This design comes from an exercise in tuning for small area, a short achievable clock period and few clock cycles per item on the open sky130 flow, not from production work. Function was checked by simulation only, so behaviour that the tests miss may differ from the original. Power figures rest on the tool's default switching activity, not on a simulated workload.

--- config.mk ---
export PLATFORM = sky130hd
export DESIGN_NAME = mem_responder
export DESIGN_NICKNAME = mem_responder
export VERILOG_FILES = /design/flow/design.v
export SDC_FILE = /design/flow/constraint.sdc
export NUM_CORES = 4
export LEC_CHECK = 0
export CAP_MARGIN = 20
export CORE_MARGIN = 2
export CORE_UTILIZATION = 35
export PLACE_DENSITY = 0.5
export SLEW_MARGIN = 20
--- constraint.sdc ---
create_clock -name core_clock -period 6.0 [get_ports {clk}]
set_input_delay 1.2000 -clock core_clock [delete_from_list [all_inputs] [get_ports {clk}]]
set_output_delay 1.2000 -clock core_clock [all_outputs]
set_load 0.01 [all_outputs]
--- design.v ---
`default_nettype none
package mem_pkg;
  localparam int MEM_DATA_W = 16;
  localparam int MEM_ADDR_W = 16;
  localparam int MEM_WAIT_W = 4;
  typedef enum logic [1:0] {
    IDLE = 2'd0,
    WAIT = 2'd1,
    RESP = 2'd2
  } mem_state_t;
endpackage
`default_nettype wire
`default_nettype none
module mem_array
#(
  parameter int DEPTH = 256
) (
  input  logic                           clk,
  input  logic                           i_we,
  input  logic [$clog2(DEPTH)-1:0]       i_waddr,
  input  logic [mem_pkg::MEM_DATA_W-1:0] i_wdata,
  input  logic [$clog2(DEPTH)-1:0]       i_raddr,
  output logic [mem_pkg::MEM_DATA_W-1:0] o_rdata
);
  logic [mem_pkg::MEM_DATA_W-1:0] r_mem [DEPTH];
  always_ff @(posedge clk) begin
    if (i_we) begin
      r_mem[i_waddr] <= i_wdata;
    end
  end
  assign o_rdata = r_mem[i_raddr];
endmodule
`default_nettype wire
`default_nettype none
module mem_responder
#(
  parameter int DEPTH       = 256,
  parameter int WAIT_CYCLES = 1
) (
  input  logic                           clk,
  input  logic                           rst,
  input  logic                           req_valid,
  output logic                           req_ready,
  input  logic                           write_enable,
  input  logic [mem_pkg::MEM_ADDR_W-1:0] addr,
  input  logic [mem_pkg::MEM_DATA_W-1:0] data_in,
  output logic [mem_pkg::MEM_DATA_W-1:0] mem_data_out,
  output logic                           resp_valid,
  output logic                           err
);
  localparam int c_idx_w = $clog2(DEPTH);
  logic                           w_oor;
  logic [mem_pkg::MEM_DATA_W-1:0] w_rdata;
  logic                           r_valid;
  logic                           r_err;
  logic [mem_pkg::MEM_DATA_W-1:0] r_rdata;
  generate
    if (c_idx_w < mem_pkg::MEM_ADDR_W) begin : g_oor_chk
      assign w_oor = |addr[mem_pkg::MEM_ADDR_W-1:c_idx_w];
    end else begin : g_oor_none
      assign w_oor = 1'b0;
    end
  endgenerate
  assign req_ready = 1'b1;
  always_ff @(posedge clk or posedge rst) begin
    if (rst) begin
      r_valid <= 1'b0;
      r_err   <= 1'b0;
    end else begin
      r_valid <= req_valid;
      r_err   <= req_valid & w_oor;
    end
  end
  always_ff @(posedge clk) begin
    r_rdata <= w_oor ? '0 : w_rdata;
  end
  assign resp_valid   = r_valid;
  assign err          = r_err;
  assign mem_data_out = r_rdata;
  mem_array #(
    .DEPTH(DEPTH)
  ) u_mem_array (
    .clk    (clk),
    .i_we   (req_valid & write_enable & ~w_oor),
    .i_waddr(addr[c_idx_w-1:0]),
    .i_wdata(data_in),
    .i_raddr(addr[c_idx_w-1:0]),
    .o_rdata(w_rdata)
  );
endmodule
`default_nettype wire
--- run.sh ---
#!/bin/bash
# synth_recipe.tcl (not shown) runs the flow's synth.tcl, then flattens the netlist and writes it again
# the make line also repeats each setting of config.mk as NAME=value (left out here)
make -C /OpenROAD-flow-scripts/flow DESIGN_CONFIG=/design/flow/config.mk WORK_HOME=/design/flow/orfs CLKGATE_MAP_FILE= SYNTH_SCRIPT=/design/flow/synth_recipe.tcl finish
==> summary.txt <==
Clock tree
  • # clock sinks: 4114
  • Post-CTS Setup Bufs: 0
  • Clock transition at the registers of the reported paths: 0.06 ns
  • Worst-Skew Late Latency: 0.98 ns
  • CTS HTree Levels: 5
  • CTS root buf: clkbuf_16
  • CTS resizes: 0
  • Quantity of hold-fixing buffers added after cts: 0
  • CTS tree: done
  • CTS Buf Count: 437
  • Longest Clk Path Bufs: 4

Worst setup path
  • Crit Path Category: in2reg
  • Required time worst endpoint: 6.83 ns
  • Setup crit start kind: primary input
  • Arr. time, crit path: 6.05 ns
  • Crit-path max FO: 26
  • Worst setup EP type: flip-flop

Finish
  • Fillers: 39400
  • Nets: 8376
  • Share of layout cells above drive strength 1: 20.8%
  • Area Overhead vs Synth: 15.9%
  • Area of the multi-input gates: 32000 µm²
  • Storage element area: 123000 µm²

Routing
  • Final WL: 455000 µm
  • Via count: 80100
  • Vias/cell: 5.47
  • WL/cell: 31.1 µm
  • TritonRoute pass-1 iters: 6
  • DR iter-0 viols: 9619
  • Routed Antenna Nets: 0
  • Drc violations: 0

Yosys
  • Synth Area in Adders: 0%
  • Seq/Total Area, Yosys: 78.4%
  • Seq cells post-synth: 4114
  • Number of flops mapped to enable cells by yosys: 4096
  • Complex-gate fraction of the synthesized area: 4.33%
  • Synth cell types: 47
  • Post-Synth Simple-Gate Area: 1.91%
  • Multiplexer share of the synthesized area: 13.9%
  • Syn avg cell area: 20.4 µm²
  • Cells after Synth: 7716
  • YS warnings: 2
  • Largest family of logic cells by synthesized area: multiplexers
  • Most used DFF post-synth: edfxtp_1
  • Post-Syn Nets: 7752
  • Synth Area in XOR/XNOR: 0%
  • Post-synthesis async set-or-reset flop share: 0.0486%
  • Cell area after synthesis: 157000 µm²

Global route
  • Antenna violations before repair: 28
  • Number of global-route vias before repair: 79600
  • Largest net degree at the start of global routing: 149
  • Gr usage total: 19.5%
  • GRT overflow: 0
  • First-pass GRT wire length: 633000 µm

Power and ir drop
  • Cell Pwr Density: 329 nW/µm²
  • Gate power share: 4.3%
  • Leak Pwr: 59.3 nW
  • Int Pwr: 47.1 mW
  • Pwr Total: 60.0 mW
  • Clock power frac: 43.0%
  • Switching pwr: 12.8 mW
  • Max IR drop VDD: 0.255 mV
  • Seq pwr share: 52.7%
  • Sw frac: 21.4%

Floorplanning
  • Initial core utilization: 35.1%
  • Site Rows: 246
  • Die width: 675 µm
  • Die Area: 455000 µm²
  • Core footprint: 448000 µm²
  • IO Count: 55
  • Die Y: 675 µm

Job
  • Max Cap Viol: 0

Timing
  • Endpoints failing setup: 0
  • Fin Hold WS: 0.359 ns
  • Worst Tran Pin Value: 1.22 ns
  • Hold Violations, Final: 0
  • Max-slew violations: 0
  • Fmax: 0.192 GHz
  • RSZ-0062 raised after global routing: no
  • Crit path time final: 5.22 ns
  • Slew headroom: 18.2%
  • Fin crit share: 87.0%
  • Skew final: 0.101 ns

Placed design
  • Final HPWL DP: 280000 µm
  • GP Congestion: 0.851
  • Buffers on Ports: 53

Hold path
  • Worst hold path type: in2async

Status
  • Status: timing/DRC/antenna clean
[stage by stage]
step,instance area (µm²),setup TNS [ns],std cells,utilization [%],setup WS (ns)
final,182000,0,14600,40.7,0.780
after global routing,182000,0,14600,40.7,0.817
after CTS,182000,0,14600,40.7,0.985
after detailed placement,169000,-0.222,13900,37.6,-0.0543
after global placement,169000,-0.370,13900,37.6,-0.200
after floorplan,157000,0,7716,-,2.08
[worst paths after layout]
kind                            slack (ns)  cells past startpoint                        from                  endpoint
worst min register to register        0.93                      5   u_mem_array.r_mem[120][3]                r_rdata[3]
worst min-delay path                  0.36                      2                         rst                   r_valid
worst max-delay path                  0.78                     11                     addr[2]               r_rdata[13]
worst max register to register        2.44                      8  u_mem_array.r_mem[142][15]               r_rdata[15]
min in group core_clock               0.56                      1                  data_in[0]  u_mem_array.r_mem[14][0]
max in group asynchronous             5.53                      2                         rst                     r_err
[cells in the final DEF (no fill, tap or decap), types with 69 or more instances in the layout]
master / instances
a21oi_1: 69
edfxtp_1: 4096
mux2i_1: 990
nor2_1: 235
a221o_1: 128
clkbuf_16: 441
a22oi_1: 221
o21ai_0: 104
nor2b_1: 70
clkinv_2: 72
mux4_2: 529
clkbuf_1: 97
buf_4: 528
o22ai_1: 256
clkinv_1: 109
[cell families (layout without fill, tap and decap cells)]
family / Yosys count / after routing
AOI/OAI and AO/OA: 959 / 959
other: 1 / 10
and+or+nand+nor: 602 / 602
muxes: 1519 / 1519
DFF: 4114 / 4114
buffers and inverters: 521 / 1493
[area by class of cell]
| cell class | instances | area share [%] |
|---|---|---|
| antenna | 9 | 0.0123 |
| multi-input combinational | 3081 | 17.5 |
| clock inverter | 248 | 1.22 |
| clock buffer | 539 | 6.26 |
| sequential | 4114 | 67.6 |
| tap | 5952 | 4.08 |
| inverter | 67 | 0.138 |
| timing repair buffer | 639 | 3.16 |
[state kept, by name (all words and copies together), names as in the netlist]
register           cells
u_mem_array.r_mem   4096
r_rdata               16
r_err                  1
r_valid                1
[per-layer routing]
layer,track usage (%),up-vias,wire [µm],share of wire (%)
li1,-,33500,-,-
met1,27.7,43000,195000,43
met2,31.9,2930,219000,48
met3,2.46,639,28500,6.3
met4,5.36,2,12900,2.8
met5,0,-,13,0.0029
[synth_stat cells (all sizes together), types with 16 or more instances]
library cell  number  area [µm²]
a21oi             69         345
a221o            128        1280
a221oi            46         403
a22oi            221        1660
and4              16         140
buf              272        1470
clkbuf           182         684
dfxtp             16         320
edfxtp          4096      123000
inv               67         251
mux2i            990        9910
mux4             529       11900
nand2             39         146
nand3             23         115
nand4             64         400
nor2             292        1110
nor2b             70         438
nor4              66         425
o211ai            48         360
o21ai            110         551
o22ai            256        1600
o31ai             64         480
[critical path, cell delays in order]
cell             delay, ns
clkdlybuf4s50_1       0.87
or4b_4                0.71
buf_4                 0.31
buf_4                 0.18
o22ai_1               0.10
nor4_1                0.87
buf_4                 0.23
o21ai_0               0.08
o31ai_1               0.79
and4_1                0.47
o211ai_1              0.14
[power groups by stage]
stage	sequential [mW]	clock, mW	combinational (mW)
2_1_floorplan	32.2	0	1.22
3_3_place_gp	32.2	0	2.57
3_5_place_dp	32.2	0	2.60
4_1_cts	31.6	26.4	2.61
5_1_grt	31.6	27.4	2.69
6_report	31.6	25.8	2.56
Testbench counts, summed over its fixed seeds: cycles 16,008, items 16,000.

==> static timing again, ports no longer ideal <==
In the flow no input, the clock included, has a driving cell. The finished layout below was timed again as built, in two steps. Step 1 (the two cells are an assumption about what drives the block):
set clk [get_ports {clk}]
set_driving_cell -lib_cell sky130_fd_sc_hd__clkbuf_16 $clk
set_driving_cell -lib_cell sky130_fd_sc_hd__buf_2 [delete_from_list [all_inputs] $clk]
Step 2 also shifts input and output timing later by t, the mid clock arrival at the registers, as if the neighbouring blocks saw the same clock. Three values: ideal, step 1, step 2; two values: the first two.
t, ns: 1.059
slack for setup (ns): 0.780 / 0.739 / -0.321
worst setup path after step 2: input to register
With both steps, setup timing fails in this run, where it was met with ideal ports. For this run, drivers alone change the setup slack by -0.041 ns; drivers and shift together by -1.101 ns.
